From an optimization exercise on the open Yosys and OpenROAD flow, aimed at small area; shortcuts taken in it are not production practice. The clock port is modelled as an ideal driver; clocking choices that lean on that would not hold on a real chip. Power figures rest on the tool's default switching activity, not on a simulated workload.

main:
==> flow/design.v (excerpt) <==
module arm_fire_controller_core #(
    parameter int PHASE_BITS = afc_pkg::PHASE_BITS_DEF,
    parameter int LEVEL_BITS = afc_pkg::LEVEL_BITS_DEF
) (
    input  wire logic                            i_clk,
    input  wire logic                            i_rst_n,
    input  wire logic                            i_cfg_valid,
    output logic                                 o_cfg_ready,
    input  wire logic [afc_pkg::CFG_IDX_W-1:0]   i_cfg_index,
    input  wire logic [afc_pkg::CFG_DATA_W-1:0]  i_cfg_data,
    input  wire logic                            i_s_tvalid,
    output logic                                 o_s_tready,
    input  wire logic [afc_pkg::IN_DATA_W-1:0]   i_s_tdata,
    output logic                                 o_m_tvalid,
    input  wire logic                            i_m_tready,
    output logic [afc_pkg::OUT_DATA_W-1:0]       o_m_tdata,
    output logic                                 o_m_tlast
);
clock: 20.0 ns
lec_check: 0
abc_area: 1
cap_margin: 20
core_margin: 2
core_utilization: 60
slew_margin: 20
buffer_ports_args: -buffer_cell sky130_fd_sc_hd__buf_1
cts_args: -sink_clustering_enable -repair_clock_nets -root_buf sky130_fd_sc_hd__clkbuf_16 -buf_list sky130_fd_sc_hd__clkbuf_4 -dont_use_dummy_load
post_cts_tcl: /design/flow/flow/post_cts.tcl
standard.sh (not shown) runs the stock make flow with config.mk's settings and CLKGATE_MAP_FILE= SYNTH_SCRIPT=/design/flow/synth_recipe.tcl, a recipe that flattens the netlist after the stock synthesis.
==> flow/flow/run.sh <==
#!/bin/bash
# Own flow: the standard flow (standard.sh, unchanged synthesis) with
#  - buf_1 as the port buffer,
#  - a clock tree of clkbuf_4 leaves under a clkbuf_16 root, no dummy loads,
#  - after CTS, leaves that drive more than 9 sinks upsized to clkbuf_8
#    (flow/post_cts.tcl) to keep flip-flop clock slew low.
# All tool output: standard.log here, and ORFS's own logs under orfs/logs.
set -euo pipefail
cp standard.sh standard.sh.txt
cat >> config.mk <<EOT
export BUFFER_PORTS_ARGS = -buffer_cell sky130_fd_sc_hd__buf_1
export CTS_ARGS = -sink_clustering_enable -repair_clock_nets -root_buf sky130_fd_sc_hd__clkbuf_16 -buf_list sky130_fd_sc_hd__clkbuf_4 -dont_use_dummy_load
export POST_CTS_TCL = $PWD/flow/post_cts.tcl
EOT
bash standard.sh > standard.log 2>&1
==> flow/flow/post_cts.tcl <==
# Upsize clock leaf buffers with a large fanout, then legalize again.
set big [[ord::get_db] findMaster sky130_fd_sc_hd__clkbuf_8]
set n 0
foreach inst [[ord::get_db_block] getInsts] {
  if {[[$inst getMaster] getName] ne "sky130_fd_sc_hd__clkbuf_4"} { continue }
  set fo 0
  foreach it [$inst getITerms] {
    if {[$it isOutputSignal] && [$it getNet] ne "NULL"} {
      set fo [expr {[llength [[$it getNet] getITerms]] - 1}]
    }
  }
  if {$fo > 9} {
    $inst swapMaster $big
    incr n
  }
}
puts "post_cts: upsized $n clock leaf buffers to clkbuf_8"
if {$n > 0} {
  detailed_placement
  check_placement -verbose
  estimate_parasitics -placement
}
Here is what was changed in the inputs of the feature branch compared with main.
--- a/flow/design.v
+++ b/flow/design.v
@@ -65,32 +65,34 @@
     function automatic logic [15:0] cfg_mix(input logic [15:0] rv);
         for (int b = 0; b < 16; b++) cfg_mix[b] = rv[b] ? cfg_d1[b] : cfg_d0[b];
     endfunction
     always_ff @(posedge i_clk) begin
         if (cfg_we[0]) r_startup_ms  <= cfg_mix(STARTUP_MS_RST);
         if (cfg_we[1]) r_firing_ms   <= cfg_mix(FIRING_MS_RST);
         if (cfg_we[2]) r_debounce_ms <= cfg_mix(DEBOUNCE_MS_RST);
         if (cfg_we[3]) r_blink_ms    <= cfg_mix({6'd0, BLINK_MS_RST}) & 16'h03FF;
         if (cfg_we[4]) r_phase_step  <= cfg_mix({3'd0, PHASE_STEP_RST}) & 16'h1FFF;
     end
     logic [1:0]  r_mode;
+    logic        r_blink;
     logic [15:0] r_since;       
     logic [15:0] r_pt;          
     logic [9:0]  r_bt;
     logic        r_z;           
     logic [5:0]  r_cnt;
     logic        r_cs, r_ges, r_cp, r_gep, r_cb, r_geb;
     logic [3:0]  r_acl;
     logic [7:0]  r_lvl;
     logic        r_ov;
     logic [1:0]  r_w;           
+    assign r_z = !r_ov && (r_w == 2'd3);
     logic sw, press;
     assign sw    = i_s_tdata[0];
     assign press = i_s_tdata[1];
     logic run, p1, p2, mult, strm, c0, acc_cyc, acc_init;
     logic [3:0] k;
     assign run  = i_s_tvalid && !r_ov;
     assign k    = r_cnt[3:0];
     assign c0   = (r_cnt == 6'd0);
     assign p1   = run && (r_cnt[5:4] == 2'd0);
     assign p2   = run && (r_cnt[5:4] != 2'd0);
     assign mult = (r_cnt[5:4] == 2'd1) && (k >= 4'd6);
@@ -129,23 +131,23 @@
     assign bt_n    = bt_rd ^ cb_e;
     logic trig, fire_go, pdone, bdone, keep_arm, new_firing, new_blink;
     logic clr_pt, clr_bt, set_since;
     logic [1:0] new_mode;
     logic [1:0] w0;
     assign trig      = press && r_ges && !(r_cs && deb_all1);
     assign fire_go   = trig && armed;
     assign pdone     = r_gep;
     assign bdone     = r_geb;
     assign keep_arm  = armed && !sw && !fire_go;
     assign new_firing = fire_go || (r_mode == MODE_FIRING && !pdone);
-    assign new_blink  = fire_go || (bdone ^ r_lvl[0]);
+    assign new_blink  = fire_go || (bdone ^ r_blink);
     assign clr_pt    = fire_go || (r_mode == MODE_READY) ||
                        (pdone && (r_mode == MODE_STARTUP || r_mode == MODE_FIRING));
     assign clr_bt    = (r_mode != MODE_FIRING) || bdone || pdone;
     assign set_since = trig || r_cs;
     always_comb begin
         new_mode = r_mode;
         w0       = 2'd0;
         if (fire_go) begin
             new_mode = MODE_FIRING;
             w0       = 2'd1;
         end else begin
@@ -226,27 +228,22 @@
     assign y_k = d_k ^ s_k ^ r_cb;
     assign lvl_in = !r_cnt[4] ? s_k :
                     new_firing ? new_blink :
                     (keep_arm && (y_k ^ !q1 ^ acc_cyc));
     always_ff @(posedge i_clk) begin
         if (!i_rst_n) begin
             r_cnt <= 6'd0;
         end else if (run) begin
             if (acc_cyc)               r_cnt <= 6'd0;
             else                       r_cnt <= r_cnt + 6'd1;
         end
-        if (!i_rst_n) begin
-            r_z <= 1'b1;
-        end else if (p1 && k == 4'd15) begin
-            r_z <= 1'b0;
-        end
         if (p1) begin
             r_since <= {since_n, r_since[15:1]};
         end else if (p2 && set_since) begin
             r_since <= {!trig, r_since[15:1]};
         end
         if (p1) begin
             r_pt <= {pt_n, r_pt[15:1]};
         end else if (p2 && clr_pt) begin
             r_pt <= {1'b0, r_pt[15:1]};
         end
         if (p1 && k < 4'd10) begin
@@ -269,40 +266,47 @@
             r_cp <= 1'b0;
             r_cb <= !q1;
         end else begin
             r_cp <= (a_k & o_k) | (a_k & r_cp) | (o_k & r_cp);
             r_cb <= (!d_k & s_k) | (!d_k & r_cb) | (s_k & r_cb);
         end
         if (acc_init) begin
             r_acl <= neg ? tab_d[3:0] : 4'd0;
         end else begin
             r_acl <= acc_sum[4:1];
         end
-        if (acc_init && armed) begin
+        if (acc_init) begin
             r_lvl <= neg ? tab_d[11:4] : 8'd0;
-        end else if (run && ((armed && mult) || strm) && (armed || r_cnt[4])) begin
+        end else if (run && (mult || strm)) begin
             r_lvl <= {(strm ? lvl_in : acc_sum[12]), acc_sum[11:5]};
         end
         if (!i_rst_n) begin
             r_mode <= MODE_STARTUP;
             r_ov   <= 1'b0;
         end else if (run && acc_cyc) begin
             r_mode <= new_mode;
             r_ov   <= 1'b1;
         end else if (r_ov && i_m_tready && r_w != 2'd3) begin
             r_ov   <= 1'b0;
         end
         if (run && acc_cyc) begin
+            r_blink <= new_blink;
+        end
+        if (!i_rst_n) begin
+            r_w     <= 2'd3;
+        end else if (run && acc_cyc) begin
             r_w     <= w0;
         end else if (r_ov && i_m_tready && r_w == 2'd3) begin
             r_w     <= 2'd1;
+        end else if (p1 && k == 4'd15) begin
+            r_w     <= 2'd0;
         end
     end
     logic [2:0] msg;
     always_comb begin
         case (r_w)
             2'd0:    msg = MSG_NONE;
             2'd1:    msg = (r_mode == MODE_READY) ? MSG_READY :
                            (r_mode == MODE_ARMED) ? MSG_ARMED : MSG_FIRING;
             2'd2:    msg = MSG_FIRED;
             default: msg = (r_mode == MODE_READY) ? MSG_DISARMED : MSG_FIRED;
         endcase
==> comparison <==
- Going from main to the feature branch, synthesized cell count shrank by a few percent.
- The feature branch — starting utilization of the core area 0.77 points higher, main as reference
- The feature branch: remaining max-slew budget at the tightest pin higher than main
- Compared with main, the feature branch shows setup slack lower by 0.11 ns.
- Higher final non-filler cell area was reported by main, not the feature branch.
- When the feature branch is measured against main, its die outline width turns out 1.6 um lower.
- Global-route wire length before repair was lower in the run labelled the feature branch.
- Re number of unique standard cell types used by synthesis: main was higher than the feature branch.
- Higher average wire per standard cell goes to main over the feature branch.
- Looking at worst ir drop on vdd across both flows, the feature branch is the stronger of the two, with main trailing.
Function was not checked in any run of this note: the RTL went through the layout flow alone.

what the ideal ports hide:
The results above use ideal ports. As a check the final layouts listed here were re-extracted and re-timed, cells and wires unchanged.
Step 1: set_driving_cell puts a clkbuf_16 on i_clk and a buf_2 on each other input, an assumption about the parent block.
Step 2 moves the port delays by t, midway between the first and last clock arrival at a register: inputs arrive t later, outputs are due t later. That takes back most of the time a late clock gives input paths.
Slacks: ideal / step 1 / step 2; pairs: ideal / step 1.
run	shift t [ns]	setup WS [ns]	latest minus earliest clock arrival (ns)	slew at the worst register clock pin (ns)
main	0.402	12.774 / 12.774 / 12.774	0.035 / 0.035	0.11 / 0.11
the feature branch	0.401	12.661 / 12.661 / 12.661	0.029 / 0.029	0.10 / 0.10
After both steps every run listed still meets setup and hold.
